What follows belongs to an exercise in optimizing a design on an open flow for small area, a short achievable clock period and few clock cycles per item; a production flow would make more cautious choices. In this exercise RTL edits were held to simulation tests only and were not proved equivalent to the original. No activity file was given, so power comes from the tool's default toggle rates.

## flow/design.v

```verilog
module hs_npu_cmd_scheduler #(
  parameter int unsigned NUM_CORES = 4,
  parameter int unsigned CMD_WIDTH = 256,
  parameter int unsigned CMD_DEPTH = 8,
  parameter int unsigned CNT_W     = $clog2(CMD_DEPTH + 1)
) (
  input  logic                  clk,
  input  logic                  rst_n,
  input  logic                  cmd_valid_i,
  output logic                  cmd_ready_o,
  input  logic [CMD_WIDTH-1:0]  cmd_data_i,
  input  logic                  cmd_barrier_i,
  input  logic                  flush_i,
  output logic [NUM_CORES-1:0]  core_exec_valid_o,
  input  logic [NUM_CORES-1:0]  core_exec_ready_i,
  output logic [CMD_WIDTH-1:0]  core_cmd_o,
  input  logic [NUM_CORES-1:0]  core_done_i,
  output logic [NUM_CORES-1:0]  core_busy_o,
  output logic [CNT_W-1:0]      queue_count_o,
  output logic [31:0]           completed_count_o,
  output logic                  idle_o,
  output logic                  err_o
);
  localparam int unsigned SLICES = 4;
  localparam int unsigned SW     = CMD_WIDTH / SLICES;
  logic [CMD_WIDTH-1:0] mem     [CMD_DEPTH];
  logic [CMD_DEPTH-1:0] mem_bar;
  logic [CMD_DEPTH-1:0] rd_oh, wr_oh, rd_inc, rd_inc2, wr_nx;
  logic [CNT_W-1:0]     count, count_nx;
  logic [NUM_CORES-1:0] busy, busy_nx, free_nx, done_busy, valid, valid_nx, pick0, pick1;
  logic                 full, full_nx, push, hs, any_valid, idle_q;
  logic                 ge1, ge2, ge3;           
  logic                 fr1, fr2;                
  logic                 free1, free2, free_all, done1, done2;
  logic                 bar0, bar1, bar2, bar0_nx, bar1_nx, off0, off1;
  logic [CMD_WIDTH-1:0] ocmd, ocmd_nx;
  logic [31:0]          done_cnt;
  assign push = cmd_valid_i & ~full & ~flush_i;
  assign cmd_ready_o       = ~full & ~flush_i;
  assign core_busy_o       = busy;
  assign queue_count_o     = count;
  assign idle_o            = idle_q;
  assign core_exec_valid_o = valid;
  assign core_cmd_o        = ocmd;
  assign any_valid = (valid != '0);
  assign hs        = |(valid & core_exec_ready_i);
  assign rd_inc  = {rd_oh[CMD_DEPTH-2:0], rd_oh[CMD_DEPTH-1]};
  assign rd_inc2 = {rd_inc[CMD_DEPTH-2:0], rd_inc[CMD_DEPTH-1]};
  always_comb begin
    if (flush_i) begin
      count_nx = (any_valid && !hs) ? CNT_W'(1) : '0;
      wr_nx    = any_valid ? rd_inc : rd_oh;
    end else begin
      count_nx = count + CNT_W'(push) - CNT_W'(hs);
      wr_nx    = push ? {wr_oh[CMD_DEPTH-2:0], wr_oh[CMD_DEPTH-1]} : wr_oh;
    end
  end
  assign full_nx = ~flush_i & ~hs & ((count == CNT_W'(CMD_DEPTH)) |
                                     ((count == CNT_W'(CMD_DEPTH - 1)) & cmd_valid_i));
  assign busy_nx = (busy & ~core_done_i) | (valid & core_exec_ready_i);
  assign free_nx   = ~busy | core_done_i;
  assign done_busy = core_done_i & busy;
  assign done1     = |done_busy;
  always_comb begin
    done2 = 1'b0;
    for (int i = 0; i < int'(NUM_CORES); i++)
      for (int j = i + 1; j < int'(NUM_CORES); j++)
        done2 = done2 | (done_busy[i] & done_busy[j]);
  end
  logic fr2_nx;
  always_comb begin
    fr2_nx = 1'b0;
    for (int i = 0; i < int'(NUM_CORES); i++)
      for (int j = i + 1; j < int'(NUM_CORES); j++)
        fr2_nx = fr2_nx | (~busy_nx[i] & ~busy_nx[j]);
  end
  assign free1    = fr1 | done1;
  assign free2    = fr2 | (fr1 & done1) | done2;
  assign free_all = ~|(busy & ~core_done_i);
  always_comb begin
    bar2 = 1'b0;
    for (int i = 0; i < int'(CMD_DEPTH); i++) bar2 = bar2 | (mem_bar[i] & rd_inc2[i]);
  end
  assign bar0_nx = hs ? (ge2 ? bar1 : cmd_barrier_i) : (ge1 ? bar0 : cmd_barrier_i);
  assign bar1_nx = hs ? (ge3 ? bar2 : cmd_barrier_i) : (ge2 ? bar1 : cmd_barrier_i);
  assign off0 = ge1 & (bar0 ? free_all : free1) & (~flush_i | any_valid);
  assign off1 = ge2 & ~bar1 & free2 & ~flush_i;
  always_comb begin
    pick0 = '0;
    pick1 = '0;
    for (int i = int'(NUM_CORES) - 1; i >= 0; i--) begin
      if (free_nx[i]) pick0 = NUM_CORES'(1) << i;
      if (free_nx[i] && !valid[i]) pick1 = NUM_CORES'(1) << i;
    end
  end
  assign valid_nx = hs ? (off1 ? pick1 : '0) : (any_valid ? valid : (off0 ? pick0 : '0));
  for (genvar g = 0; g < int'(SLICES); g++) begin : g_sel
    logic [CMD_DEPTH*SW-1:0] d;
    always_comb begin
      for (int i = 0; i < int'(CMD_DEPTH); i++) d[i*SW +: SW] = mem[i][g*SW +: SW];
    end
    hs_npu_cmd_sel #(.W(SW), .N(CMD_DEPTH)) u_sel (
      .d_i     (d),
      .rd_i    (rd_oh),
      .off0_i  (off0),
      .off1_i  (off1),
      .hs_i    (hs),
      .rst_ni  (rst_n),
      .q_o     (ocmd_nx[g*SW +: SW])
    );
  end
  always_ff @(posedge clk) ocmd <= ocmd_nx;
  always_ff @(posedge clk) begin
    if (!rst_n) begin
      rd_oh  <= CMD_DEPTH'(1);
      wr_oh  <= CMD_DEPTH'(1);
      count  <= '0;
      full   <= 1'b0;
      ge1    <= 1'b0;
      ge2    <= 1'b0;
      ge3    <= 1'b0;
      fr1    <= 1'b1;
      fr2    <= 1'b1;
      valid  <= '0;
      idle_q <= 1'b1;
    end else begin
      rd_oh  <= hs ? rd_inc : rd_oh;
      wr_oh  <= wr_nx;
      count  <= count_nx;
      full   <= full_nx;
      ge1    <= (count_nx >= CNT_W'(1));
      ge2    <= (count_nx >= CNT_W'(2));
      ge3    <= (count_nx >= CNT_W'(3));
      fr1    <= ~&busy_nx;
      fr2    <= fr2_nx;
      valid  <= valid_nx;
      idle_q <= (count_nx == '0) & (busy_nx == '0);
    end
  end
  always_ff @(posedge clk) begin
    bar0 <= bar0_nx;
    bar1 <= bar1_nx;
  end
  always_ff @(posedge clk) begin
    for (int i = 0; i < int'(CMD_DEPTH); i++) begin
      if (wr_oh[i] && !full) begin
        mem[i]     <= cmd_data_i;
        mem_bar[i] <= cmd_barrier_i;
      end
    end
  end
  always_comb begin
    done_cnt = '0;
    for (int k = 0; k < int'(NUM_CORES); k++) begin
      done_cnt = done_cnt + 32'(done_busy[k]);
    end
  end
  always_ff @(posedge clk) begin
    if (!rst_n) begin
      busy              <= '0;
      completed_count_o <= '0;
      err_o             <= 1'b0;
    end else begin
      busy              <= busy_nx;
      completed_count_o <= completed_count_o + done_cnt;
      if (|(core_done_i & ~busy)) err_o <= 1'b1;
    end
  end
endmodule
module hs_npu_cmd_sel #(
  parameter int unsigned W = 64,
  parameter int unsigned N = 8
) (
  input  logic [N*W-1:0] d_i,
  input  logic [N-1:0]   rd_i,
  input  logic           off0_i,
  input  logic           off1_i,
  input  logic           hs_i,
  input  logic           rst_ni,
  output logic [W-1:0]   q_o
);
  logic [N-1:0] sel;
  always_comb begin
    for (int i = 0; i < int'(N); i++)
      sel[i] = rst_ni & (hs_i ? (off1_i & rd_i[(i + N - 1) % N]) : (off0_i & rd_i[i]));
    q_o = '0;
    for (int i = 0; i < int'(N); i++) q_o = q_o | (d_i[i*W +: W] & {W{sel[i]}});
  end
endmodule
```

## flow/flow/run.sh

```bash
#!/bin/bash
# The standard layout, with a plain buf_2 in place of the default port buffer
# cell (every input and output port still gets its own buffer).
set -euo pipefail
export BUFFER_PORTS_ARGS="-buffer_cell sky130_fd_sc_hd__buf_2"
bash standard.sh > standard.log 2>&1
```

## flow/standard.sh

```bash
#!/bin/bash
# synth_recipe.tcl (not shown) runs the flow's synth.tcl, then flattens the netlist and writes it again
# the make line also repeats each setting of config.mk as NAME=value (left out here)
make -C /OpenROAD-flow-scripts/flow DESIGN_CONFIG=/design/flow/config.mk WORK_HOME=/design/flow/orfs CLKGATE_MAP_FILE= SYNTH_SCRIPT=/design/flow/synth_recipe.tcl "${@:-finish}"
```

## flow/config.mk

```make
export PLATFORM = sky130hd
export DESIGN_NAME = hs_npu_cmd_scheduler
export DESIGN_NICKNAME = hs_npu_cmd_scheduler
export VERILOG_FILES = /design/flow/design.v
export SDC_FILE = /design/flow/constraint.sdc
export NUM_CORES = 4
export LEC_CHECK = 0
export CAP_MARGIN = 20
export CORE_MARGIN = 2
export CORE_UTILIZATION = 40
export CTS_CLUSTER_DIAMETER = 60
export CTS_CLUSTER_SIZE = 30
export SETUP_SLACK_MARGIN = 1.8
export SLEW_MARGIN = 30
export SYNTH_HIERARCHICAL = 1
```

## flow/constraint.sdc

```tcl
create_clock -name core_clock -period 4.5 [get_ports {clk}]
set_input_delay 0.9000 -clock core_clock [delete_from_list [all_inputs] [get_ports {clk}]]
set_output_delay 0.9000 -clock core_clock [all_outputs]
set_load 0.01 [all_outputs]
```

==> results of run 1 <==
## sequential cells by signal, indices dropped and copies added (netlist names), 8 cells and up
register	count
mem	2048
wr_oh	8
ocmd	256
completed_count_o	32
mem_bar	8
rd_oh	8
## logic make-up after synthesis
kind of cell | after synthesis | synth area share, %
buf+inv | 250 | 2.03
mux | 18 | 0.233
xor+xnor | 28 | 0.299
simple gates | 539 | 4.18
compound gates | 1079 | 9.88
fa+ha+maj | 11 | 0.201
flops | 2382 | 83.2
## worst max-delay path, delay by kind of cell (launching register included)
| family | cells | cell delay, ns |
|---|---|---|
| buf+inv | 9 | 1.19 |
| compound gates | 4 | 0.92 |
| simple gates | 4 | 0.56 |
| flops | 1 | 0.36 |
## per-layer routing
layer	vias to the layer above	GRT usage, %	part of all wire, %
met5	-	0	0.099
met4	42	7.43	2.9
met3	370	3.93	7.0
met2	2039	38.4	49
met1	24800	32.1	41
li1	20300	-	-
## power by group through the flow
stage | registers [mW] | clock network [mW] | logic (mW)
final | 25.6 | 15.9 | 2.06
after detailed placement | 26.0 | 0 | 1.74
after floorplan | 26.1 | 0 | 0.634
after global placement | 26.0 | 0 | 1.71
after CTS | 25.6 | 16.2 | 2.05
after global routing | 25.7 | 17.0 | 2.19
## cell type report
cell class	count	area share (%)
Clock buffer	160	3.65
Timing Repair Buffer	1143	12.7
Tap cell	2688	3.14
Multi-Input combinational cell	1698	15.0
Sequential cell	2382	63.7
Clock inverter	123	1.66
Antenna cell	26	0.0607
Inverter	22	0.0793
## synth_stat cells, types with 15 or more instances
| cell type | n |
|---|---|
| nand2_1 | 50 |
| dfxtp_1 | 325 |
| nand2_2 | 24 |
| and2_1 | 36 |
| buf_4 | 52 |
| nor2b_1 | 16 |
| a22oi_1 | 1025 |
| nand3_1 | 16 |
| xnor2_1 | 15 |
| nand4_1 | 286 |
| buf_2 | 103 |
| edfxtp_1 | 2057 |
| inv_1 | 21 |
| buf_6 | 53 |
| nand4b_1 | 32 |
## repair_timing
item                       4_1_cts  5_1_grt
setup endpoints to repair      289      289
gates cloned                   178       28
buffers inserted               196       53
gates resized for setup        694      346
pin swaps                      310      370
## final timing paths
path | from | end | slack (ns) | cells after the start
min reg2reg | mem[6][62]$_DFFE_PP_ | ocmd[62]$_DFF_P_ | 0.45 | 2
max reg2reg | busy[2]$_SDFF_PN0_ | ocmd[98]$_DFF_P_ | 1.33 | 17
min | cmd_data_i[46] | mem[1][46]$_DFFE_PP_ | 0.32 | 1
max | busy[2]$_SDFF_PN0_ | ocmd[98]$_DFF_P_ | 1.33 | 17
## per-stage QoR
step           instances  utilization [%]  worst slack, ns  area [µm²]  hold slack (ns)
6_report            8242             52.5             1.33      107000            0.317
5_1_grt             8233             52.5             1.19      107000            0.265
4_1_cts             8134             51.0             1.37      104000            0.237
3_5_place_dp        7477             43.6            0.280       89100            0.455
3_3_place_gp        7477             43.6            0.209       89100            0.449
2_1_floorplan       4307                -           -0.178       82100            0.444
==> flow_summary.yaml, run 1 <==
synth:
  yosysSeqAreaShare_pct: 83.2
  avgSynthCellArea_um2: 19.1
  ys_seq_elements: 2382
  synth_cells: 4307
  synth.distinct_cells: 66
  yosysTopAreaCell: "edfxtp_1"
  synth_ff_type: "edfxtp_1"
  synth_edf_count: 2057
  synth_nets: 4586
  synth_area_leaders: "edfxtp_1 (75%), a22oi_1 (9.4%), dfxtp_1 (7.9%)"
  synth_top_area_share_pct: 75.3
  yosys_warnings: 9
  async_flop_share_pct: 0
  syn_area_um2: 82100
worst_setup_path:
  crit_top_cell: "buf_6"
  crit_chain: "buf_6 -> buf_6 -> a222oi_1 -> a21boi_2 -> o21ai_2 -> nor3b_4 -> buf_6 -> buf_12 -> buf_16 -> buf_6 -> buf_6 -> nand4_4 -> nand2_8 -> buf_12 -> clkbuf_16 -> a22oi_2 -> nand4_1"
  cp.arrival_ns: 3.88
  slowest_stage: "a222oi_1"
  endpoint_kind: "flip-flop"
  critPathKind: "reg -> reg"
  start_kind: "flip-flop"
  required_ns: 5.22
  slowest_delay_ns: 0.38
  cp_max_fo: 7
clocking:
  clock_latency_ns: 0.84
  tritoncts: "done"
  clock_tree.htree_level_count: 4
  root_buffer: "clkbuf_16"
  holdBufCountCts: 0
  clkSinkCount: 2382
  clk_pin_slew_worst_paths_ns: 0.11
  cts_buffers: 151
  clockBufferDepth: 3
cells_and_area:
  final_cell_mix: "edfxtp_1 (2057), a22oi_2 (590), buf_2 (570)"
  fill_cells: 16000
  drive_above_1_share_pct: 38.9
  register_area_um2: 68300
  syn_to_final_growth_pct: 30.7
  nets: 5677
  final_common_cell: "edfxtp_1"
  multiInputGateArea_um2: 16100
worst_hold_path:
  min_path_type: "in -> reg"
power_and_ir_drop:
  total_power_mw: 43.6
  internal_power_mw: 33.3
  ir_worst_vdd_mv: 0.412
  p_sw_share_pct: 23.7
  p_leak_nw: 36.2
  power.switching_mw: 10.3
  p_clk_share_pct: 36.5
  seqPwrFrac_pct: 58.7
  power_density_nw_per_um2: 406
  combPwrFrac_pct: 4.7
timing:
  slew_headroom_pct: 29.4
  finClkSkew_ns: 0.0476
  tns_ns: 0
  min_period_ns: 3.17
  clock.fmax_ghz: 0.316
  drv_slew: 0
  setup_violations: 0
  worst_pin_slew_ns: 1.06
  period_share_pct: 70.4
  rsz0062_at_grt: "yes"
  finalHoldViolCount: 0
global_route:
  grt_pass1_wl_mm: 352
  antenna_found_initial: 59
  grt_max_degree: 119
  globalRouteOverflowTotal: 0
  track_usage_pct: 23.5
  grt_pass1_vias: 45600
floorplanning:
  core_area_um2: 204000
  die-height_um: 457
  fp-row-count: 166
  io_pins: 572
  die_area_um2: 209000
  fp.dieW_um: 457
  initial_core_util_pct: 40.2
routing:
  dr_total_vias: 47600
  drtIter0Drc: 5450
  viasPerCell: 5.77
  ant_nets: 0
  wl_per_cell_um: 31.1
  routed_wirelength_mm: 257
  first_pass_iters: 8
  drc: 0
place:
  portBuffers: 571
  gp_congestion: 0.785
  hpwlAfterDp_mm: 114
run_status:
  status: "timing/DRC/antenna clean"
flow_run:
  drv_cap: 0
Testbench counts, summed over its fixed seeds: cycles 4,434, items 2,400.
==> run 2: changes to the inputs <==
==> flow/run.sh (new file) <==
#!/bin/bash
# synth_recipe.tcl (not shown) runs the flow's synth.tcl, then flattens the netlist and writes it again
# the make line also repeats each setting of config.mk as NAME=value (left out here)
make -C /OpenROAD-flow-scripts/flow DESIGN_CONFIG=/design/flow/config.mk WORK_HOME=/design/flow/orfs CLKGATE_MAP_FILE= SYNTH_SCRIPT=/design/flow/synth_recipe.tcl finish
removed: flow/flow/run.sh
removed: flow/standard.sh
==> flow_summary.yaml, run 2 <==
timing:
  drv_slew: 0
  setup_violations: 0
  rsz0062_at_grt: "yes"
  slew_headroom_pct: 30.4
  min_period_ns: 2.98
  period_share_pct: 66.1
  finClkSkew_ns: 0.0606
  worst_pin_slew_ns: 1.04
  clock.fmax_ghz: 0.336
  finalHoldViolCount: 0
place:
  portBuffers: 571
  hpwlAfterDp_mm: 112
  place_inst: 7476
  gp_congestion: 0.797
  place_area_um2: 92000
worst_setup_path:
  r2r_cells: 15
  r2r_end: "ocmd[86]$_DFF_P_"
  regToRegSetupSlack_ns: 1.52
  critPathKind: "reg -> reg"
  crit_top_cell: "buf_12"
  crit_chain: "buf_4 -> a22o_1 -> a211oi_1 -> o21ai_2 -> nor3b_4 -> buf_12 -> buf_16 -> buf_12 -> buf_12 -> buf_6 -> nand4_1 -> nand2_8 -> buf_4 -> a22oi_2 -> nand4_1"
  slowest_delay_ns: 0.36
  path_depth: 15
  required_ns: 5.15
  path_buf_inv: 7
  r2r-start: "busy[3]$_SDFF_PN0_"
  start_kind: "flip-flop"
  path_delay_family: "buffers and inverters"
  cp.arrival_ns: 3.62
  slowest_stage: "dfxtp_4"
  cp_max_fo: 8
  endpoint_kind: "flip-flop"
clocking:
  tritoncts: "done"
  clockBufferDepth: 3
  clock_tree.htree_level_count: 4
  clkSinkCount: 2382
  root_buffer: "clkbuf_16"
  holdBufCountCts: 0
  clock_latency_ns: 0.89
  clk_pin_slew_worst_paths_ns: 0.10
  cts_buffers: 154
power_and_ir_drop:
  total_power_mw: 43.3
  p_leak_nw: 35.5
  power_density_nw_per_um2: 404
  ir_worst_vdd_mv: 0.464
floorplanning:
  io_pins: 572
  core_area_um2: 204000
  fp-row-count: 166
  initial_core_util_pct: 40.2
  fp.dieW_um: 457
  die-height_um: 457
  die_area_um2: 209000
routing:
  dr_total_vias: 46400
  viasPerCell: 5.72
  wl_per_cell_um: 30.3
  drtIter0Drc: 4745
  ant_nets: 0
  drc: 0
  routed_wirelength_mm: 246
  first_pass_iters: 5
synth:
  synth_commonest_cells: "edfxtp_1 (2057), a22oi_1 (1025), dfxtp_1 (325), nand4_1 (286), buf_2 (103)"
  syn_area_um2: 82100
  ys_seq_elements: 2382
  synth_top_area_share_pct: 75.3
  yosysTopAreaCell: "edfxtp_1"
  synth_ff_type: "edfxtp_1"
  yosysMostFrequentCell: "edfxtp_1"
  async_flop_share_pct: 0
  synth_area_leaders: "edfxtp_1 (75%), a22oi_1 (9.4%), dfxtp_1 (7.9%)"
  yosysSeqAreaShare_pct: 83.2
  synth_nets: 4586
  synth.distinct_cells: 66
  yosys_warnings: 9
  synth_edf_count: 2057
  avgSynthCellArea_um2: 19.1
  synth_cells: 4307
worst_hold_path:
  whs_path_depth: 2
  min_from: "mem[4][2]$_DFFE_PP_"
  min_path_type: "reg -> reg"
  hold_end: "ocmd[2]$_DFF_P_"
cells_and_area:
  largestRegisters: "mem (2048), ocmd (256), completed_count_o (32)"
  largest_reg_flops: 2048
  final_design_area_no_fill_um2: 107000
  final_common_cell: "edfxtp_1"
  max_flop_register: "mem"
  syn_to_final_growth_pct: 30.6
  drive_above_1_share_pct: 27.2
  nets: 5542
  stdcell_count: 8117
  final_cell_mix: "edfxtp_1 (2057), a22oi_2 (603), a22oi_1 (422)"
global_route:
  grt_max_degree: 111
  grt_pass1_vias: 44900
  track_usage_pct: 22.3
  antenna_found_initial: 49
  grt_pass1_wl_mm: 336
  globalRouteOverflowTotal: 0
run_status:
  status: "timing/DRC/antenna clean"
flow_run:
  drv_cap: 0
## run 2: kinds of logic after synthesis
logic type	after synthesis	share of synthesized area (%)
flip-flops	2382	83.2
AO/OA/AOI/OAI	1079	9.88
multiplexers	18	0.233
adder cells (fa/ha/maj)	11	0.201
AND/OR/NAND/NOR	539	4.18
XOR/XNOR	28	0.299
buffers and inverters	250	2.03
## run 2: layout make-up
type	count	area [µm²]
fillers	16000	97200
flip-flops and latches	2382	68400
multi-input cells	1687	15800
repair buffers	1016	14000
clock buffers	172	3990
well taps	2688	3360
clock inverters	116	1520
inverters	22	90.1
diodes	34	85.1
## run 2: report_power, final
part           internal (mW)  switching (mW)
clock                   7.19            8.38
sequential              25.2           0.397
combinational          0.704            1.40
total                   33.1            10.2
## run 2: layer usage
metal	global-route usage, %	part of all wire [%]
met1	29.4	40
met4	8.93	3.6
met2	35.9	49
met5	0	0.10
met3	5.01	7.5
## run 2: worst max path at each step
stage                       startpoint                                to
floorplan              full$_SDFF_PN0_               mem[0][0]$_DFFE_PP_
global placement        core_done_i[0]  completed_count_o[20]$_SDFF_PN0_
detailed placement      core_done_i[0]  completed_count_o[20]$_SDFF_PN0_
CTS                 busy[0]$_SDFF_PN0_  completed_count_o[18]$_SDFF_PN0_
global route        busy[0]$_SDFF_PN0_  completed_count_o[24]$_SDFF_PN0_
finish              busy[3]$_SDFF_PN0_                  ocmd[86]$_DFF_P_
## run 2: through the flow
step | TNS (ns) | hold WS (ns) | worst slack (ns) | utilization (%)
detailed placement | 0 | 0.454 | 0.193 | 45.0
global route | 0 | 0.457 | 1.44 | 52.5
finish | 0 | 0.449 | 1.52 | 52.5
floorplan | -366.51 | 0.444 | -0.178 | -
CTS | 0 | 0.424 | 1.52 | 51.1
global placement | 0 | 0.452 | 0.0381 | 45.0
## run 2: timing repair
action                                  CTS  global route
endpoints found under the setup margin  516           282
gates resized for setup                 816           378
gates cloned                            121            35
buffers inserted                        138            25
pin swaps                               341           333
## run 2: tightest hold or removal path: cells and delay by family, from the launching register on
family          cells  cell delay, ns
compound gates      1            0.06
flops               1            0.33
simple gates        1            0.09
==> run 3: changes to the inputs <==
--- a/flow/design.v
+++ b/flow/design.v
@@ -83,8 +83,8 @@
   end
   assign bar0_nx = hs ? (ge2 ? bar1 : cmd_barrier_i) : (ge1 ? bar0 : cmd_barrier_i);
   assign bar1_nx = hs ? (ge3 ? bar2 : cmd_barrier_i) : (ge2 ? bar1 : cmd_barrier_i);
-  assign off0 = ge1 & (bar0 ? free_all : free1) & (~flush_i | any_valid);
-  assign off1 = ge2 & ~bar1 & free2 & ~flush_i;
+  assign off0 = ((hb0 & free_all) | (nb0 & free1)) & (~flush_i | any_valid);
+  assign off1 = nb1 & free2 & ~flush_i;
   always_comb begin
     pick0 = '0;
     pick1 = '0;
@@ -94,6 +94,9 @@
     end
   end
   assign valid_nx = hs ? (off1 ? pick1 : '0) : (any_valid ? valid : (off0 ? pick0 : '0));
+  logic [CMD_DEPTH-1:0] rd_pk, rd_pk_nx, rd_nx;
+  assign rd_nx    = hs ? rd_inc : rd_oh;
+  assign rd_pk_nx = (valid_nx != '0) ? {rd_nx[CMD_DEPTH-2:0], rd_nx[CMD_DEPTH-1]} : rd_nx;
   for (genvar g = 0; g < int'(SLICES); g++) begin : g_sel
     logic [CMD_DEPTH*SW-1:0] d;
     always_comb begin
@@ -101,7 +104,9 @@
     end
     hs_npu_cmd_sel #(.W(SW), .N(CMD_DEPTH)) u_sel (
       .d_i     (d),
-      .rd_i    (rd_oh),
+      .pk_i    (rd_pk),
+      .cur_i   (ocmd[g*SW +: SW]),
+      .up_i    (any_valid),
       .off0_i  (off0),
       .off1_i  (off1),
       .hs_i    (hs),
@@ -113,6 +118,7 @@
   always_ff @(posedge clk) begin
     if (!rst_n) begin
       rd_oh  <= CMD_DEPTH'(1);
+      rd_pk  <= CMD_DEPTH'(1);
       wr_oh  <= CMD_DEPTH'(1);
       count  <= '0;
       full   <= 1'b0;
@@ -124,12 +130,13 @@
       valid  <= '0;
       idle_q <= 1'b1;
     end else begin
-      rd_oh  <= hs ? rd_inc : rd_oh;
+      rd_oh  <= rd_nx;
+      rd_pk  <= rd_pk_nx;
       wr_oh  <= wr_nx;
       count  <= count_nx;
       full   <= full_nx;
-      ge1    <= (count_nx >= CNT_W'(1));
-      ge2    <= (count_nx >= CNT_W'(2));
+      ge1    <= ge1_nx;
+      ge2    <= ge2_nx;
       ge3    <= (count_nx >= CNT_W'(3));
       fr1    <= ~&busy_nx;
       fr2    <= fr2_nx;
@@ -137,9 +144,21 @@
       idle_q <= (count_nx == '0) & (busy_nx == '0);
     end
   end
+  logic hb0, nb0, nb1, ge1_nx, ge2_nx;
+  assign ge1_nx = (count_nx >= CNT_W'(1));
+  assign ge2_nx = (count_nx >= CNT_W'(2));
   always_ff @(posedge clk) begin
     bar0 <= bar0_nx;
     bar1 <= bar1_nx;
+    if (!rst_n) begin
+      hb0 <= 1'b0;
+      nb0 <= 1'b0;
+      nb1 <= 1'b0;
+    end else begin
+      hb0 <= ge1_nx & bar0_nx;
+      nb0 <= ge1_nx & ~bar0_nx;
+      nb1 <= ge2_nx & ~bar1_nx;
+    end
   end
   always_ff @(posedge clk) begin
     for (int i = 0; i < int'(CMD_DEPTH); i++) begin
@@ -155,6 +174,12 @@
       done_cnt = done_cnt + 32'(done_busy[k]);
     end
   end
+  localparam int unsigned LOW_W = 3;
+  logic [LOW_W:0]    cnt_low;
+  logic [31-LOW_W:0] cnt_high, cnt_high_inc;
+  assign cnt_low      = {1'b0, completed_count_o[LOW_W-1:0]} + done_cnt[LOW_W:0];
+  assign cnt_high_inc = completed_count_o[31:LOW_W] + 1'b1;
+  assign cnt_high     = cnt_low[LOW_W] ? cnt_high_inc : completed_count_o[31:LOW_W];
   always_ff @(posedge clk) begin
     if (!rst_n) begin
       busy              <= '0;
@@ -162,7 +187,7 @@
       err_o             <= 1'b0;
     end else begin
       busy              <= busy_nx;
-      completed_count_o <= completed_count_o + done_cnt;
+      completed_count_o <= {cnt_high, cnt_low[LOW_W-1:0]};
       if (|(core_done_i & ~busy)) err_o <= 1'b1;
     end
   end
@@ -172,18 +197,22 @@
   parameter int unsigned N = 8
 ) (
   input  logic [N*W-1:0] d_i,
-  input  logic [N-1:0]   rd_i,
+  input  logic [N-1:0]   pk_i,
+  input  logic [W-1:0]   cur_i,
+  input  logic           up_i,
   input  logic           off0_i,
   input  logic           off1_i,
   input  logic           hs_i,
   input  logic           rst_ni,
   output logic [W-1:0]   q_o
 );
-  logic [N-1:0] sel;
-  always_comb begin
-    for (int i = 0; i < int'(N); i++)
-      sel[i] = rst_ni & (hs_i ? (off1_i & rd_i[(i + N - 1) % N]) : (off0_i & rd_i[i]));
-    q_o = '0;
-    for (int i = 0; i < int'(N); i++) q_o = q_o | (d_i[i*W +: W] & {W{sel[i]}});
-  end
+  logic [W-1:0] pk_d;
+  logic         load, keep;
+  always_comb begin
+    pk_d = '0;
+    for (int i = 0; i < int'(N); i++) pk_d = pk_d | (d_i[i*W +: W] & {W{pk_i[i]}});
+  end
+  assign load = rst_ni & (hs_i ? off1_i : (~up_i & off0_i));
+  assign keep = rst_ni & ~hs_i & up_i;
+  assign q_o  = (pk_d & {W{load}}) | (cur_i & {W{keep}});
 endmodule
==> flow_summary.yaml, run 3 <==
run_status:
  status: "timing/DRC/antenna clean"
timing:
  finClkSkew_ns: 0.0706
  rsz0062_at_grt: "yes"
  period_share_pct: 60.4
  clock.fmax_ghz: 0.368
  worst_pin_slew_ns: 0.960
  setup_violations: 0
  min_period_ns: 2.72
  drv_slew: 0
  tns_ns: 0
  finalHoldViolCount: 0
  fin_ws_ns: 1.78
  slew_headroom_pct: 36.0
routing:
  wl_per_cell_um: 28.9
  viasPerCell: 5.77
  first_pass_iters: 8
  drtIter0Drc: 4289
  routed_wirelength_mm: 235
  ant_nets: 0
  dr_total_vias: 47000
  drc: 0
power_and_ir_drop:
  seqPwrFrac_pct: 56.6
  p_clk_share_pct: 35.2
  ir_worst_vdd_mv: 0.442
  p_leak_nw: 32.8
  internal_power_mw: 34.3
  power_density_nw_per_um2: 455
  p_sw_share_pct: 24.4
  combPwrFrac_pct: 8.2
  power.switching_mw: 11.1
global_route:
  track_usage_pct: 21.4
  grt_pass1_wl_mm: 338
  grtUsageMet2_pct: 35.2
  use_met3_pct: 4.46
  grtUsageMet1_pct: 28.5
  grt_pass1_vias: 47400
  globalRouteOverflowTotal: 0
  antenna_found_initial: 50
  grt-busiest-layer: "met2"
  grt_max_degree: 106
worst_hold_path:
  min_from: "ocmd[62]$_DFF_P_"
  hold_end: "ocmd[62]$_DFF_P_"
  whs_path_depth: 1
  min_path_type: "reg -> reg"
worst_setup_path:
  cp_max_fo: 5
  path_delay_family: "simple AND/OR/NAND/NOR gates"
  slowest_delay_ns: 0.37
  slowest_stage: "or2_4"
  r2r-start: "busy[0]$_SDFF_PN0_"
  start_kind: "input pin"
  cp.arrival_ns: 3.42
  critPathKind: "in -> reg"
  r2r_cells: 12
  endpoint_kind: "flip-flop"
  path_buf_inv: 1
  crit_chain: "dlygate4sd2_1 -> and2_4 -> xor2_1 -> ha_2 -> a21o_1 -> ha_4 -> a21oi_4 -> and4bb_4 -> nand4_1 -> or2_4 -> nor2b_4 -> xnor2_2 -> nor2_1"
  required_ns: 5.20
  r2r_end: "completed_count_o[26]$_SDFFE_PN0P_"
  regToRegSetupSlack_ns: 1.82
clocking:
  clk_pin_slew_worst_paths_ns: 0.09
  tritoncts: "done"
  clkSinkCount: 2393
  cts_buffers: 160
  clockBufferDepth: 3
  holdBufCountCts: 0
  clock_latency_ns: 0.85
  root_buffer: "clkbuf_16"
  clock_tree.htree_level_count: 4
place:
  hpwlAfterDp_mm: 124
  gp_congestion: 0.836
  dpl_worst_slack_ns: 0.428
  place_area_um2: 93800
  portBuffers: 571
cells_and_area:
  final_design_area_no_fill_um2: 99800
  syn_to_final_growth_pct: 18.3
  final_cell_mix: "edfxtp_1 (2056), a22oi_1 (1025), clkdlybuf4s50_1 (278)"
  largestRegisters: "mem (2048), ocmd (256), completed_count_o (32)"
  drive_above_1_share_pct: 14.6
  largest_reg_flops: 2048
  max_flop_register: "mem"
  fin_util_pct: 47.6
  final_common_cell: "edfxtp_1"
  nets: 5473
floorplanning:
  fp.dieW_um: 463
  initial_core_util_pct: 40.3
  io_pins: 572
  core_area_um2: 210000
  fp-row-count: 168
  die-height_um: 463
  die_area_um2: 215000
synth:
  synth_edf_count: 2056
  synth_area_leaders: "edfxtp_1 (73%), a22oi_1 (9.1%), dfxtp_1 (8.0%)"
  synth_commonest_cells: "edfxtp_1 (2056), a22oi_1 (1027), dfxtp_1 (337), nand4_1 (271), a22o_2 (220)"
  synth_top_area_share_pct: 73.2
  synth_ff_type: "edfxtp_1"
  avgSynthCellArea_um2: 18.2
  syn_area_um2: 84400
  yosysSeqAreaShare_pct: 81.2
  synth_nets: 4907
  async_flop_share_pct: 0
  synth_cells: 4627
  ys_seq_elements: 2393
  yosysTopAreaCell: "edfxtp_1"
  yosysMostFrequentCell: "edfxtp_1"
  synth.distinct_cells: 65
  yosys_warnings: 9
flow_run:
  drv_cap: 0
==> run 3: cell types whose count changed after synthesis, sizes merged, moves of 9 or more <==
cell,delta
a21oi,+19
a22o,+257
a311oi,+9
and2,-25
buf,-79
clkbuf,+160
dfxtp,+12
mux2i,-9
nand2,-16
nand4,-24
nand4b,-31
nor2,+48
==> run 3: through the flow <==
| stage | hold WS (ns) | power (mW) | cells |
|---|---|---|---|
| 2_1_floorplan | 0.467 | 28.1 | 4627 |
| 3_3_place_gp | 0.458 | 29.9 | 7801 |
| 3_5_place_dp | 0.463 | 30.0 | 7807 |
| 4_1_cts | 0.479 | 45.8 | 8121 |
| 5_1_grt | 0.483 | 47.0 | 8147 |
| 6_report | 0.474 | 45.4 | 8149 |
==> run 3: layer usage <==
layer	part of all wire (%)	routed length (µm)	up-vias
met5	0.15	356	-
li1	-	-	20400
met4	2.6	6170	56
met1	42	98000	24500
met2	49	114000	1678
met3	7.0	16600	345
==> run 3: worst reg2reg max path: cells and delay by family, from the launching register on <==
kind,cells,cell delay (ns)
flip-flops,1,0.36
AND/OR/NAND/NOR,6,1.20
XOR/XNOR,2,0.26
AO/OA/AOI/OAI,2,0.26
adder cells (fa/ha/maj),2,0.47
==> run 3: power groups by stage <==
| stage | combinational [mW] | sequential, mW | clock, mW |
|---|---|---|---|
| 6_report | 3.73 | 25.7 | 16.0 |
| 3_3_place_gp | 3.66 | 26.3 | 0 |
| 4_1_cts | 3.74 | 25.7 | 16.3 |
| 5_1_grt | 3.99 | 25.8 | 17.1 |
| 3_5_place_dp | 3.77 | 26.2 | 0 |
| 2_1_floorplan | 1.84 | 26.2 | 0 |
==> run 3: timing repair <==
item	in CTS	in global routing
buffers inserted	16	9
endpoints found under the hold margin	0	0
gates cloned	2	2
pin swaps	12	14
resized for setup	399	23
endpoints found under the setup margin	574	263
==> run 3: kinds of logic (layout without fill, tap and decap cells) <==
| logic type | count (synthesis) | after routing | share of synthesized area (%) |
|---|---|---|---|
| buffers and inverters | 327 | 1027 | 2.07 |
| xor gates and xnor gates | 30 | 30 | 0.311 |
| adders and majority gates | 12 | 12 | 0.203 |
| DFF | 2393 | 2393 | 81.2 |
| muxes | 8 | 8 | 0.107 |
| AOI/OAI and AO/OA | 1361 | 1361 | 12.8 |
| other | 0 | 17 | 0 |
| and+or+nand+nor | 496 | 496 | 3.36 |
==> run 3: layout make-up <==
| type | instances | area, µm² |
|---|---|---|
| diodes | 17 | 42.5 |
| clock buffers | 174 | 4120 |
| clock inverters | 122 | 1640 |
| fillers | 17700 | 110000 |
| inverters | 18 | 70.1 |
| multi-input cells | 1907 | 14400 |
| flip-flops and latches | 2393 | 68600 |
| well taps | 2805 | 3510 |
| repair buffers | 713 | 7440 |
==> run 3: how the worst max path moves through the flow <==
stage | startpoint | endpoint | cells past startpoint
6_report | core_done_i[0] | completed_count_o[26]$_SDFFE_PN0P_ | 13
5_1_grt | busy[0]$_SDFF_PN0_ | completed_count_o[26]$_SDFFE_PN0P_ | 12
4_1_cts | valid[3]$_SDFF_PN0_ | core_exec_valid_o[3] | 1
3_5_place_dp | core_done_i[0] | completed_count_o[28]$_SDFFE_PN0P_ | 13
3_3_place_gp | core_done_i[0] | completed_count_o[28]$_SDFFE_PN0P_ | 13
2_1_floorplan | full$_SDFF_PN0_ | mem[0][0]$_DFFE_PP_ | 1
Testbench counts of run 3, summed over its fixed seeds: cycles 4,434, items 2,400.
==> run 4: changes to the inputs <==
--- a/flow/config.mk
+++ b/flow/config.mk
@@ -10,6 +10,6 @@
 export CORE_UTILIZATION = 40
 export CTS_CLUSTER_DIAMETER = 60
 export CTS_CLUSTER_SIZE = 30
-export SETUP_SLACK_MARGIN = 1.8
+export SETUP_SLACK_MARGIN = 2.1
 export SLEW_MARGIN = 30
 export SYNTH_HIERARCHICAL = 1
==> flow_summary.yaml, run 4 <==
worst_setup_path:
  cp.arrival_ns: 3.35
  critPathKind: "reg -> reg"
  path_buf_inv: 5
  endpoint_kind: "flip-flop"
  slowest_delay_ns: 0.37
  crit_chain: "buf_6 -> a22o_1 -> or3_4 -> a22oi_2 -> a21oi_1 -> buf_4 -> or3b_4 -> a21boi_4 -> buf_12 -> clkbuf_16 -> buf_16 -> a22o_4"
  required_ns: 5.18
  path_delay_family: "buffers and inverters"
  critPathLaunch: "busy[0]$_SDFF_PN0_"
  r2r-start: "busy[0]$_SDFF_PN0_"
  cp_max_fo: 7
  slowest_stage: "dfxtp_4"
  start_kind: "flip-flop"
synth:
  synth_cells: 4627
  yosysTopAreaCell: "edfxtp_1"
  synth_edf_count: 2056
  syn_area_um2: 84400
  avgSynthCellArea_um2: 18.2
  synth_top_area_share_pct: 73.2
  synth_nets: 4907
  async_flop_share_pct: 0
  synth_commonest_cells: "edfxtp_1 (2056), a22oi_1 (1027), dfxtp_1 (337), nand4_1 (271), a22o_2 (220)"
  synth_ff_type: "edfxtp_1"
  yosys_warnings: 9
  ys_seq_elements: 2393
  synth_area_leaders: "edfxtp_1 (73%), a22oi_1 (9.1%), dfxtp_1 (8.0%)"
  yosysSeqAreaShare_pct: 81.2
  yosysMostFrequentCell: "edfxtp_1"
  synth.distinct_cells: 65
routing:
  routed_wirelength_mm: 242
  drtIter0Drc: 4301
  drc: 0
  ant_nets: 0
  wl_per_cell_um: 29.4
  first_pass_iters: 5
  viasPerCell: 5.81
  dr_total_vias: 47800
cells_and_area:
  syn_to_final_growth_pct: 22.2
  nets: 5570
  max_flop_register: "mem"
  final_cell_mix: "edfxtp_1 (2056), a22oi_1 (1025), nand4_1 (271)"
  largestRegisters: "mem (2048), ocmd (256), completed_count_o (32)"
  drive_above_1_share_pct: 24.2
  stdcell_count: 8238
  largest_reg_flops: 2048
  final_common_cell: "edfxtp_1"
power_and_ir_drop:
  p_leak_nw: 34.2
  ir_worst_vdd_mv: 0.439
  total_power_mw: 46.0
  power_density_nw_per_um2: 446
timing:
  tns_ns: 0
  clock.fmax_ghz: 0.374
  drv_slew: 0
  setup_violations: 0
  worst_pin_slew_ns: 0.969
  finalHoldViolCount: 0
  min_period_ns: 2.68
  slew_headroom_pct: 35.4
  finClkSkew_ns: 0.0707
  period_share_pct: 59.4
  rsz0062_at_grt: "yes"
  whs_ns: 0.466
global_route:
  globalRouteOverflowTotal: 0
  grt_max_degree: 106
  grt_pass1_wl_mm: 344
  track_usage_pct: 21.8
  grt_pass1_vias: 48100
  antenna_found_initial: 52
floorplanning:
  initial_core_util_pct: 40.3
  fp-row-count: 168
  core_area_um2: 210000
  die_area_um2: 215000
  die-height_um: 463
  io_pins: 572
  fp.dieW_um: 463
place:
  portBuffers: 571
  hpwlAfterDp_mm: 124
  gp_congestion: 0.836
  place_inst: 7807
clocking:
  clockBufferDepth: 3
  clkSinkCount: 2393
  root_buffer: "clkbuf_16"
  clock_latency_ns: 0.85
  cts_buffers: 160
  tritoncts: "done"
  holdBufCountCts: 0
  clock_tree.htree_level_count: 4
  clk_pin_slew_worst_paths_ns: 0.10
worst_hold_path:
  min_from: "ocmd[62]$_DFF_P_"
  min_path_type: "reg -> reg"
flow_run:
  drv_cap: 0
run_status:
  status: "timing/DRC/antenna clean"
==> run 4: cell counts after synthesis <==
No cell type changed its count.
==> run 4: area by class of cell <==
cell class,count,area [µm²]
Multi-Input combinational cell,1907,16200
Timing Repair Buffer,810,8760
Tap cell,2805,3510
Sequential cell,2393,68800
Antenna cell,9,22.5
Fill cell,17300,106000
Clock inverter,122,1640
Clock buffer,174,4120
Inverter,18,73.8
==> run 4: worst reg2reg max path, stage by stage (launching register included) <==
cell       delay [ns]
dfxtp_4          0.37
buf_6            0.12
a22o_1           0.23
or3_4            0.37
a22oi_2          0.18
a21oi_1          0.06
buf_4            0.18
or3b_4           0.25
a21boi_4         0.07
buf_12           0.14
clkbuf_16        0.18
buf_16           0.17
a22o_4           0.21
==> run 4: per-stage QoR <==
stage                     utilization [%]  setup slack [ns]  instance area, µm²
after floorplan                         -            -0.178               84500
after global placement               44.7             0.410               93600
after detailed placement             44.7             0.428               93800
after CTS                            48.1              1.81              101000
after global routing                 49.2              1.73              103000
final                                49.2              1.82              103000
==> run 4: report_power, final <==
group | internal, mW | switching, mW | leakage (nW) | total [mW]
logic | 1.58 | 2.66 | 9.38 | 4.24
registers | 25.3 | 0.417 | 22.1 | 25.7
clock network | 7.69 | 8.33 | 2.78 | 16.0
==> run 4: final timing paths <==
check                           to  slack [ns]  depth (start not counted)
setup reg to reg  ocmd[39]$_DFF_P_        1.82                         12
hold / removal    ocmd[62]$_DFF_P_        0.47                          1
setup / recovery  ocmd[39]$_DFF_P_        1.82                         12
hold reg to reg   ocmd[62]$_DFF_P_        0.47                          1
==> run 4: cell families (layout without fill, tap and decap cells) <==
kind of cell               count (synthesis)  in the layout  share of synthesized area [%]
xor gates and xnor gates                  30             30                          0.311
DFF                                     2393           2393                           81.2
buffers and inverters                    327           1124                           2.07
AOI/OAI and AO/OA                       1361           1361                           12.8
other                                      0              9                              0
and+or+nand+nor                          496            496                           3.36
muxes                                      8              8                          0.107
adders and majority gates                 12             12                          0.203
==> run 4: timing repair <==
item                                    in CTS  in global routing
gates cloned                                19                 11
pin swaps                                   39                279
endpoints found under the setup margin     609                335
setup buffers                               76                 20
resized for setup                         1459                263
==> run 4: per-layer routing <==
metal  share of wire [%]  GRT usage (%)
met1                  41           28.8
met4                 3.0           6.90
met5                0.16              0
met2                  49           36.0
met3                 7.0           4.71
==> run 5: changes to the inputs <==
--- a/flow/design.v
+++ b/flow/design.v
@@ -137,16 +137,21 @@
       full   <= full_nx;
       ge1    <= ge1_nx;
       ge2    <= ge2_nx;
-      ge3    <= (count_nx >= CNT_W'(3));
+      ge3    <= ge3_nx;
       fr1    <= ~&busy_nx;
       fr2    <= fr2_nx;
       valid  <= valid_nx;
-      idle_q <= (count_nx == '0) & (busy_nx == '0);
+      idle_q <= ~ge1_nx & (busy_nx == '0);
     end
   end
   logic hb0, nb0, nb1, ge1_nx, ge2_nx;
-  assign ge1_nx = (count_nx >= CNT_W'(1));
-  assign ge2_nx = (count_nx >= CNT_W'(2));
+  logic up, dn, ge3_nx, ge4;
+  assign ge4    = (count >= CNT_W'(4));
+  assign up     = push & ~hs;
+  assign dn     = hs & ~push;
+  assign ge1_nx = flush_i ? (any_valid & ~hs) : (up | (dn ? ge2 : ge1));
+  assign ge2_nx = ~flush_i & (up ? ge1 : (dn ? ge3 : ge2));
+  assign ge3_nx = ~flush_i & (up ? ge2 : (dn ? ge4 : ge3));
   always_ff @(posedge clk) begin
     bar0 <= bar0_nx;
     bar1 <= bar1_nx;
==> flow_summary.yaml, run 5 <==
worst_setup_path:
  r2r-start: "busy[0]$_SDFF_PN0_"
  required_ns: 5.21
  critPathKind: "in -> reg"
  endpoint_kind: "flip-flop"
  cp.arrival_ns: 3.29
  start_kind: "input pin"
  r2r_cells: 12
  r2r_end: "ocmd[100]$_DFF_P_"
  cp_max_fo: 8
  regToRegSetupSlack_ns: 1.95
synth:
  syn_area_um2: 84400
  synth_area_leaders: "edfxtp_1 (73%), a22oi_1 (9.1%), dfxtp_1 (8.0%)"
  avgSynthCellArea_um2: 18.2
  yosys_warnings: 9
  synth.distinct_cells: 61
  yosysSeqAreaShare_pct: 81.1
  yosysTopAreaCell: "edfxtp_1"
  async_flop_share_pct: 0
  synth_commonest_cells: "edfxtp_1 (2056), a22oi_1 (1026), dfxtp_1 (337), nand4_1 (273), a22o_2 (220)"
  yosysMostFrequentCell: "edfxtp_1"
  synth_nets: 4910
  synth_top_area_share_pct: 73.1
  synth_cells: 4626
  synth_edf_count: 2056
  ys_seq_elements: 2393
  synth_ff_type: "edfxtp_1"
power_and_ir_drop:
  total_power_mw: 43.2
  p_leak_nw: 33.3
  power_density_nw_per_um2: 425
  ir_worst_vdd_mv: 0.387
floorplanning:
  core_area_um2: 210000
  fp-row-count: 168
  die_area_um2: 215000
  fp.dieW_um: 463
  io_pins: 572
  initial_core_util_pct: 40.3
  die-height_um: 463
timing:
  slew_headroom_pct: 29.5
  tns_ns: 0
  finalHoldViolCount: 0
  finClkSkew_ns: 0.0577
  period_share_pct: 57.3
  drv_slew: 0
  rsz0062_at_grt: "yes"
  whs_ns: 0.471
  fin_ws_ns: 1.92
  worst_pin_slew_ns: 1.06
  setup_violations: 0
  min_period_ns: 2.58
  clock.fmax_ghz: 0.388
worst_hold_path:
  min_path_type: "reg -> reg"
  min_from: "ocmd[190]$_DFF_P_"
  hold_end: "ocmd[190]$_DFF_P_"
  whs_path_depth: 1
place:
  dpl_worst_slack_ns: 0.547
  hpwlAfterDp_mm: 127
  place_inst: 7836
  place_area_um2: 93900
  gp_congestion: 0.776
  portBuffers: 571
routing:
  routed-wl-met2_mm: 113
  routed_wirelength_mm: 235
  first_pass_iters: 5
  ant_nets: 0
  drtIter0Drc: 4843
  wl_met1_mm: 99.4
  viasPerCell: 5.82
  dr_total_vias: 47800
  top_layer: "met5"
  wl_met3_mm: 15.7
  wl_per_cell_um: 28.5
  drc: 0
global_route:
  antenna_found_initial: 49
  track_usage_pct: 20.9
  globalRouteOverflowTotal: 0
  grt_pass1_wl_mm: 334
  grt_max_degree: 117
  grt_pass1_vias: 47300
cells_and_area:
  multiInputGateArea_um2: 15400
  fill_cells: 17400
  nets: 5556
  register_area_um2: 68800
  drive_above_1_share_pct: 22.6
  fin_util_pct: 48.5
  largestRegisters: "mem (2048), ocmd (256), completed_count_o (32)"
  final_design_area_no_fill_um2: 102000
  stdcell_count: 8224
  final_cell_mix: "edfxtp_1 (2056), a22oi_1 (1025), nand4_1 (273)"
  final_common_cell: "edfxtp_1"
  max_flop_register: "mem"
  syn_to_final_growth_pct: 20.4
  largest_reg_flops: 2048
clocking:
  root_buffer: "clkbuf_16"
  clock_tree.htree_level_count: 4
  tritoncts: "done"
  cts_buffers: 153
  clock_latency_ns: 0.85
  clockBufferDepth: 3
  clk_pin_slew_worst_paths_ns: 0.08
  clkSinkCount: 2393
run_status:
  status: "timing/DRC/antenna clean"
flow_run:
  drv_cap: 0
## run 5: logic make-up after synthesis
logic type      count (synthesis)  share of synthesized area, %
compound gates               1367                          12.8
xor+xnor                       27                         0.280
fa+ha+maj                      17                         0.273
buf+inv                       334                          2.09
flops                        2393                          81.1
mux                            11                         0.142
simple gates                  477                          3.23
## run 5: cell type report
| type | count | share of cell area, % |
|---|---|---|
| sequential | 2393 | 67.7 |
| multi-input combinational | 1899 | 15.1 |
| timing repair buffer | 795 | 8.07 |
| clock buffer | 165 | 3.93 |
| tap | 2805 | 3.45 |
| clock inverter | 122 | 1.58 |
| inverter | 30 | 0.113 |
| antenna | 15 | 0.0369 |
## run 5: how the worst max path moves through the flow
| stage | end | slack [ns] | start |
|---|---|---|---|
| floorplan | mem[0][0]$_DFFE_PP_ | -0.18 | full$_SDFF_PN0_ |
| global placement | completed_count_o[26]$_SDFFE_PN0P_ | 0.56 | core_done_i[0] |
| detailed placement | completed_count_o[28]$_SDFFE_PN0P_ | 0.55 | core_done_i[0] |
| CTS | cmd_ready_o | 1.90 | flush_i |
| global route | completed_count_o[30]$_SDFFE_PN0P_ | 1.86 | busy[0]$_SDFF_PN0_ |
| finish | ocmd[100]$_DFF_P_ | 1.92 | core_done_i[2] |
## run 5: layer usage
metal	vias up	GRT usage (%)
li1	20600	-
met1	25100	29.1
met2	1777	33.8
met3	339	3.61
met4	46	5.93
met5	-	0
## run 5: where the power goes
part | internal (mW) | total, mW | switching [mW] | leakage, nW
combinational | 0.742 | 2.17 | 1.43 | 8.55
sequential | 25.1 | 25.3 | 0.259 | 22.1
clock | 7.29 | 15.7 | 8.44 | 2.69
total | 33.1 | 43.2 | 10.1 | 33.3
## run 5: critical path, cell delays in order
cell           delay (ns)
dlygate4sd2_1        0.30
a22o_1               0.26
or3_4                0.40
a22oi_2              0.22
a21oi_4              0.08
or3b_4               0.26
a21boi_4             0.06
buf_12               0.15
buf_12               0.15
buf_12               0.13
buf_16               0.14
a22o_2               0.22
## run 5: what timing repair did
item	in CTS	in global routing
resized for setup	1262	196
endpoints found under the setup margin	601	316
hold buffers	0	0
setup buffers	39	20
endpoints found under the hold margin	0	0
pin swaps	16	79
cloned	14	13
Testbench counts of run 5, summed over its fixed seeds: cycles 4,434, items 2,400.
==> run 6: changes to the inputs <==
--- a/flow/config.mk
+++ b/flow/config.mk
@@ -7,7 +7,7 @@
 export LEC_CHECK = 0
 export CAP_MARGIN = 20
 export CORE_MARGIN = 2
-export CORE_UTILIZATION = 40
+export CORE_UTILIZATION = 50
 export CTS_CLUSTER_DIAMETER = 60
 export CTS_CLUSTER_SIZE = 30
 export SETUP_SLACK_MARGIN = 2.1
==> flow_summary.yaml, run 6 <==
synth:
  syn_area_um2: 84400
  synth_area_leaders: "edfxtp_1 (73%), a22oi_1 (9.1%), dfxtp_1 (8.0%)"
  synth_edf_count: 2056
  ys_seq_elements: 2393
  yosysMostFrequentCell: "edfxtp_1"
  synth_nets: 4910
  yosys_warnings: 9
  yosysSeqAreaShare_pct: 81.1
  async_flop_share_pct: 0
  yosysTopAreaCell: "edfxtp_1"
  avgSynthCellArea_um2: 18.2
  synth_cells: 4626
  synth_commonest_cells: "edfxtp_1 (2056), a22oi_1 (1026), dfxtp_1 (337), nand4_1 (273), a22o_2 (220)"
  synth_top_area_share_pct: 73.1
  synth_ff_type: "edfxtp_1"
  synth.distinct_cells: 61
clocking:
  clkSinkCount: 2393
  clockBufferDepth: 3
  clock_tree.htree_level_count: 4
  root_buffer: "clkbuf_16"
  clk_pin_slew_worst_paths_ns: 0.09
  cts_buffers: 147
  clock_latency_ns: 0.83
  holdBufCountCts: 0
  tritoncts: "done"
worst_setup_path:
  cp_max_fo: 9
  critPathKind: "in -> reg"
  required_ns: 5.22
  cp.arrival_ns: 3.35
  endpoint_kind: "flip-flop"
  start_kind: "input pin"
timing:
  min_period_ns: 2.63
  clock.fmax_ghz: 0.380
  worst_pin_slew_ns: 1.20
  drv_slew: 0
  whs_ns: 0.448
  finalHoldViolCount: 0
  slew_headroom_pct: 19.7
  setup_violations: 0
  rsz0062_at_grt: "yes"
  period_share_pct: 58.5
  finClkSkew_ns: 0.0420
  tns_ns: 0
routing:
  dr_total_vias: 47200
  drtIter0Drc: 4570
  wl_per_cell_um: 30.0
  drc: 0
  routed_wirelength_mm: 228
  viasPerCell: 6.22
  first_pass_iters: 8
  ant_nets: 0
global_route:
  globalRouteOverflowTotal: 0
  grt_pass1_wl_mm: 329
  track_usage_pct: 25.9
  antenna_found_initial: 57
  grt_max_degree: 104
  grt_pass1_vias: 46900
floorplanning:
  core_area_um2: 167000
  io_pins: 572
  die_area_um2: 172000
  fp.dieW_um: 415
  fp-row-count: 150
  initial_core_util_pct: 50.4
  die-height_um: 415
cells_and_area:
  largest_reg_flops: 2048
  max_flop_register: "mem"
  final_common_cell: "edfxtp_1"
  drive_above_1_share_pct: 20.8
  final_cell_mix: "edfxtp_1 (2056), a22oi_1 (1025), nand4_1 (273)"
  final_design_area_no_fill_um2: 100000
  largestRegisters: "mem (2048), ocmd (256), completed_count_o (32)"
  nets: 5515
  syn_to_final_growth_pct: 18.7
  stdcell_count: 7589
power_and_ir_drop:
  ir_worst_vdd_mv: 0.394
  p_leak_nw: 32.7
  power_density_nw_per_um2: 425
run_status:
  status: "timing/DRC/antenna clean"
place:
  place_inst: 7206
  gp_congestion: 0.780
  hpwlAfterDp_mm: 119
  place_area_um2: 92800
  portBuffers: 571
worst_hold_path:
  min_path_type: "in -> reg"
flow_run:
  drv_cap: 0
[run 6: final timing paths]
path / slack (ns) / depth (start not counted) / to / from
min: 0.45 / 3 / busy[1]$_SDFF_PN0_ / core_exec_ready_i[1]
max reg2reg: 1.88 / 12 / ocmd[89]$_DFF_P_ / busy[1]$_SDFF_PN0_
max: 1.87 / 12 / ocmd[89]$_DFF_P_ / core_done_i[2]
min reg2reg: 0.47 / 1 / ocmd[91]$_DFF_P_ / ocmd[91]$_DFF_P_
[run 6: routing by layer]
| metal | vias to the layer above | routed length (µm) | GRT usage [%] |
|---|---|---|---|
| met1 | 24700 | 93400 | 34.7 |
| met2 | 1626 | 114000 | 43.4 |
| met3 | 344 | 13700 | 4.35 |
| met5 | - | 230 | 0 |
| li1 | 20500 | - | - |
| met4 | 38 | 6400 | 8.00 |
[run 6: critical path, stage by stage]
cell and delay (ns):
dlygate4sd2_1 0.32, a22o_1 0.28, or3_4 0.40, a22oi_2 0.18
a21oi_2 0.09, buf_4 0.17, or3b_4 0.24, a21boi_4 0.05
buf_12 0.15, buf_12 0.15, buf_16 0.14, a22o_2 0.22
[run 6: report_power, final]
part,internal [mW],switching [mW],total [mW],leakage (nW)
clock network,7.10,8.09,15.2,2.55
registers,25.1,0.259,25.3,22.1
logic,0.701,1.37,2.07,8.13
total,32.9,9.72,42.6,32.7
[run 6: cell families (layout without fill, tap and decap cells)]
logic type      count (synthesis)  count (layout)  synth area share (%)
simple gates                  477             477                  3.23
other cells                     0              28                     0
flops                        2393            2393                  81.1
xor+xnor                       27              27                 0.280
buf+inv                       334            1065                  2.09
mux                            11              11                 0.142
fa+ha+maj                      17              17                 0.273
compound gates               1367            1367                  12.8
[run 6: layout make-up]
type / instances / area [µm²]
timing repair buffer: 760 / 8000
fill: 12300 / 67200
clock inverter: 118 / 1550
multi-input combinational: 1899 / 15100
clock buffer: 157 / 3790
inverter: 30 / 115
tap: 2204 / 2760
antenna: 28 / 70.1
sequential: 2393 / 68800
[run 6: metrics by stage]
stage	power (mW)	setup slack (ns)	util (%)
3_3_place_gp	27.8	0.436	55.4
2_1_floorplan	26.8	-0.178	-
4_1_cts	42.9	1.90	59.6
6_report	42.6	1.87	59.8
5_1_grt	43.9	1.86	59.8
3_5_place_dp	27.9	0.444	55.5
[run 6: what timing repair did]
action,CTS,global route
buffers inserted,40,19
endpoints found under the hold margin,0,0
pin swaps,98,32
gates cloned,19,2
resized for setup,1153,137
endpoints found under the setup margin,602,379
==> run 7: changes to the inputs <==
==> flow/flow/run.sh (new file) <==
#!/bin/bash
# The standard layout, with a plain buf_4 in place of the default port buffer
# cell (every input and output port still gets its own buffer).
set -euo pipefail
export BUFFER_PORTS_ARGS="-buffer_cell sky130_fd_sc_hd__buf_4"
bash standard.sh > standard.log 2>&1
==> flow/standard.sh (new file) <==
#!/bin/bash
# synth_recipe.tcl (not shown) runs the flow's synth.tcl, then flattens the netlist and writes it again
# the make line also repeats each setting of config.mk as NAME=value (left out here)
make -C /OpenROAD-flow-scripts/flow DESIGN_CONFIG=/design/flow/config.mk WORK_HOME=/design/flow/orfs CLKGATE_MAP_FILE= SYNTH_SCRIPT=/design/flow/synth_recipe.tcl "${@:-finish}"
--- a/flow/config.mk
+++ b/flow/config.mk
@@ -7,7 +7,7 @@
 export LEC_CHECK = 0
 export CAP_MARGIN = 20
 export CORE_MARGIN = 2
-export CORE_UTILIZATION = 50
+export CORE_UTILIZATION = 40
 export CTS_CLUSTER_DIAMETER = 60
 export CTS_CLUSTER_SIZE = 30
 export SETUP_SLACK_MARGIN = 2.1
removed: flow/run.sh
==> flow_summary.yaml, run 7 <==
run_status:
  status: "timing/DRC/antenna clean"
timing:
  rsz0062_at_grt: "yes"
  whs_ns: 0.289
  worst_pin_slew_ns: 1.03
  min_period_ns: 2.56
  finalHoldViolCount: 0
  period_share_pct: 57.0
  slew_headroom_pct: 31.5
  finClkSkew_ns: 0.0470
  clock.fmax_ghz: 0.390
  fin_ws_ns: 1.94
  setup_violations: 0
  drv_slew: 0
place:
  hpwlAfterDp_mm: 127
  place_inst: 7828
  portBuffers: 571
  dpl_worst_slack_ns: 0.631
  gp_congestion: 0.772
flow_run:
  drv_cap: 0
worst_setup_path:
  cp_max_fo: 10
  crit_chain: "buf_4 -> a22o_1 -> or3_4 -> a22oi_2 -> a21oi_4 -> buf_6 -> or3b_4 -> a21boi_4 -> buf_12 -> bufbuf_16 -> a22o_2"
  critPathLaunch: "busy[0]$_SDFF_PN0_"
  slowest_delay_ns: 0.34
  start_kind: "flip-flop"
  regToRegSetupSlack_ns: 1.94
  path_delay_family: "compound AO/OA/AOI/OAI gates"
  required_ns: 5.21
  critPathKind: "reg -> reg"
  endpoint_kind: "flip-flop"
  path_buf_inv: 4
  cp.arrival_ns: 3.28
  r2r_end: "ocmd[77]$_DFF_P_"
  r2r_cells: 11
  slowest_stage: "or3_4"
  r2r-start: "busy[0]$_SDFF_PN0_"
clocking:
  clkSinkCount: 2393
  root_buffer: "clkbuf_16"
  clock_latency_ns: 0.84
  clk_pin_slew_worst_paths_ns: 0.10
  clock_tree.htree_level_count: 4
  cts_buffers: 151
  holdBufCountCts: 0
  clockBufferDepth: 3
  tritoncts: "done"
cells_and_area:
  max_flop_register: "mem"
  nets: 5532
  syn_to_final_growth_pct: 18.8
  drive_above_1_share_pct: 25.6
  fill_cells: 17400
  stdcell_count: 8198
  largestRegisters: "mem (2048), ocmd (256), completed_count_o (32)"
  final_cell_mix: "edfxtp_1 (2056), a22oi_1 (1025), buf_4 (662)"
  final_common_cell: "edfxtp_1"
  largest_reg_flops: 2048
routing:
  routed_wirelength_mm: 233
  first_pass_iters: 5
  viasPerCell: 5.81
  ant_nets: 0
  drc: 0
  drtIter0Drc: 4654
  wl_per_cell_um: 28.4
  dr_total_vias: 47700
synth:
  syn_area_um2: 84400
  yosysSeqAreaShare_pct: 81.1
  async_flop_share_pct: 0
  yosysMostFrequentCell: "edfxtp_1"
  synth_area_leaders: "edfxtp_1 (73%), a22oi_1 (9.1%), dfxtp_1 (8.0%)"
  synth_edf_count: 2056
  synth_cells: 4626
  yosysTopAreaCell: "edfxtp_1"
  synth_commonest_cells: "edfxtp_1 (2056), a22oi_1 (1026), dfxtp_1 (337), nand4_1 (273), a22o_2 (220)"
  synth_ff_type: "edfxtp_1"
  ys_seq_elements: 2393
  avgSynthCellArea_um2: 18.2
  yosys_warnings: 9
  synth_top_area_share_pct: 73.1
  synth_nets: 4910
  synth.distinct_cells: 61
worst_hold_path:
  whs_path_depth: 1
  hold_end: "mem[3][132]$_DFFE_PP_"
  min_path_type: "in -> reg"
  min_from: "cmd_data_i[132]"
global_route:
  globalRouteOverflowTotal: 0
  grt_max_degree: 119
  track_usage_pct: 20.9
  antenna_found_initial: 41
  grt_pass1_vias: 47000
  grt_pass1_wl_mm: 333
power_and_ir_drop:
  p_sw_share_pct: 23.0
  power_density_nw_per_um2: 430
  p_clk_share_pct: 36.5
  p_leak_nw: 33.4
  seqPwrFrac_pct: 58.7
  power.switching_mw: 9.94
  ir_worst_vdd_mv: 0.374
  combPwrFrac_pct: 4.8
  internal_power_mw: 33.2
floorplanning:
  initial_core_util_pct: 40.3
  die-height_um: 463
  core_area_um2: 210000
  die_area_um2: 215000
  fp.dieW_um: 463
  io_pins: 572
  fp-row-count: 168
-- run 7: layout make-up --
class / count / area, µm² / share of cell area (%)
flip-flops and latches: 2393 / 68600 / 68.4
multi-input cells: 1899 / 15200 / 15.2
repair buffers: 773 / 7170 / 7.15
clock buffers: 166 / 3970 / 3.96
well taps: 2805 / 3510 / 3.50
clock inverters: 116 / 1630 / 1.62
inverters: 30 / 116 / 0.116
diodes: 16 / 40.0 / 0.0399
-- run 7: worst max path at each step --
stage | end | slack [ns] | cells past startpoint
6_report | ocmd[77]$_DFF_P_ | 1.94 | 11
5_1_grt | completed_count_o[24]$_SDFFE_PN0P_ | 1.84 | 12
4_1_cts | completed_count_o[20]$_SDFFE_PN0P_ | 1.94 | 12
3_5_place_dp | completed_count_o[26]$_SDFFE_PN0P_ | 0.63 | 12
3_3_place_gp | completed_count_o[28]$_SDFFE_PN0P_ | 0.71 | 12
2_1_floorplan | mem[0][0]$_DFFE_PP_ | -0.18 | 1
-- run 7: cells by family (layout without fill, tap and decap cells) --
group / count (synthesis) / count (layout) / synth area share (%)
flip-flops: 2393 / 2393 / 81.1
AO/OA/AOI/OAI: 1367 / 1367 / 12.8
AND/OR/NAND/NOR: 477 / 477 / 3.23
buffers and inverters: 334 / 1085 / 2.09
XOR/XNOR: 27 / 27 / 0.280
adder cells (fa/ha/maj): 17 / 17 / 0.273
multiplexers: 11 / 11 / 0.142
other: 0 / 16 / 0
-- run 7: worst reg2reg max path, cell delays in order, from the launching register on --
cell and delay [ns]:
dfxtp_2 0.32, buf_4 0.14, a22o_1 0.19, or3_4 0.34
a22oi_2 0.23, a21oi_4 0.10, buf_6 0.15, or3b_4 0.23
a21boi_4 0.05, buf_12 0.15, bufbuf_16 0.35, a22o_2 0.22
-- run 7: routing by layer --
layer | vias to the layer above | part of all wire, % | track usage [%]
met5 | - | 0.11 | 0
met4 | 44 | 2.7 | 6.70
met3 | 319 | 7.2 | 4.25
met2 | 1745 | 47 | 33.1
met1 | 25000 | 43 | 29.0
li1 | 20600 | - | -
-- run 7: metrics by stage --
step	util [%]	area [µm²]	setup TNS [ns]	power, mW
after floorplan	-	84500	-366.51	26.8
after global placement	44.1	92400	0	27.8
after detailed placement	44.1	92400	0	27.8
after CTS	47.2	98900	0	43.4
after global routing	47.8	100000	0	44.4
final	47.8	100000	0	43.1
-- run 7: power by group through the flow --
stage | Sequential (mW) | Combinational [mW] | Clock [mW]
floorplan | 25.9 | 0.884 | 0
global placement | 25.8 | 1.95 | 0
detailed placement | 25.8 | 1.99 | 0
CTS | 25.3 | 2.02 | 16.0
global route | 25.4 | 2.22 | 16.8
finish | 25.3 | 2.07 | 15.7
-- run 7: what timing repair did --
action / CTS / global route
gates resized for setup: 98 / 127
pin swaps: 32 / 88
setup endpoints to repair: 329 / 362
setup buffers: 32 / 21
cloned: 9 / 10

-- static timing again, ports no longer ideal --
In the flow no input, the clock included, has a driving cell. The finished layouts below were timed again as built, in two steps. Step 1, drivers: a clkbuf_16 drives clk and a buf_2 each remaining input, both assumed. Step 2 also shifts input and output timing later by t, the mid clock arrival at the registers, as if the neighbouring blocks saw the same clock. a / b / c = no drivers / after step 1 / after step 2; a / b = the first two.
run	t, ns	slack for setup (ns)	worst setup path after step 2	cell pins on the clock port's net
run 1	0.909	1.334 / 1.334 / 0.692	input to register	1
run 2	0.943	1.523 / 1.523 / 0.655	input to register	1
run 3	0.907	1.782 / 1.651 / 0.881	input to register	1
run 4	0.909	1.825 / 1.825 / 1.029	input to register	1
run 5	0.914	1.920 / 1.948 / 1.068	input to register	1
run 6	0.899	1.867 / 1.881 / 0.998	input to register	1
run 7	0.907	1.936 / 1.936 / 1.188	input to register	1
After both steps setup and hold are still met in every run listed. The setup slack of run 3, which loses most, moves by -0.131 ns with the drivers and by -0.901 ns with both steps.
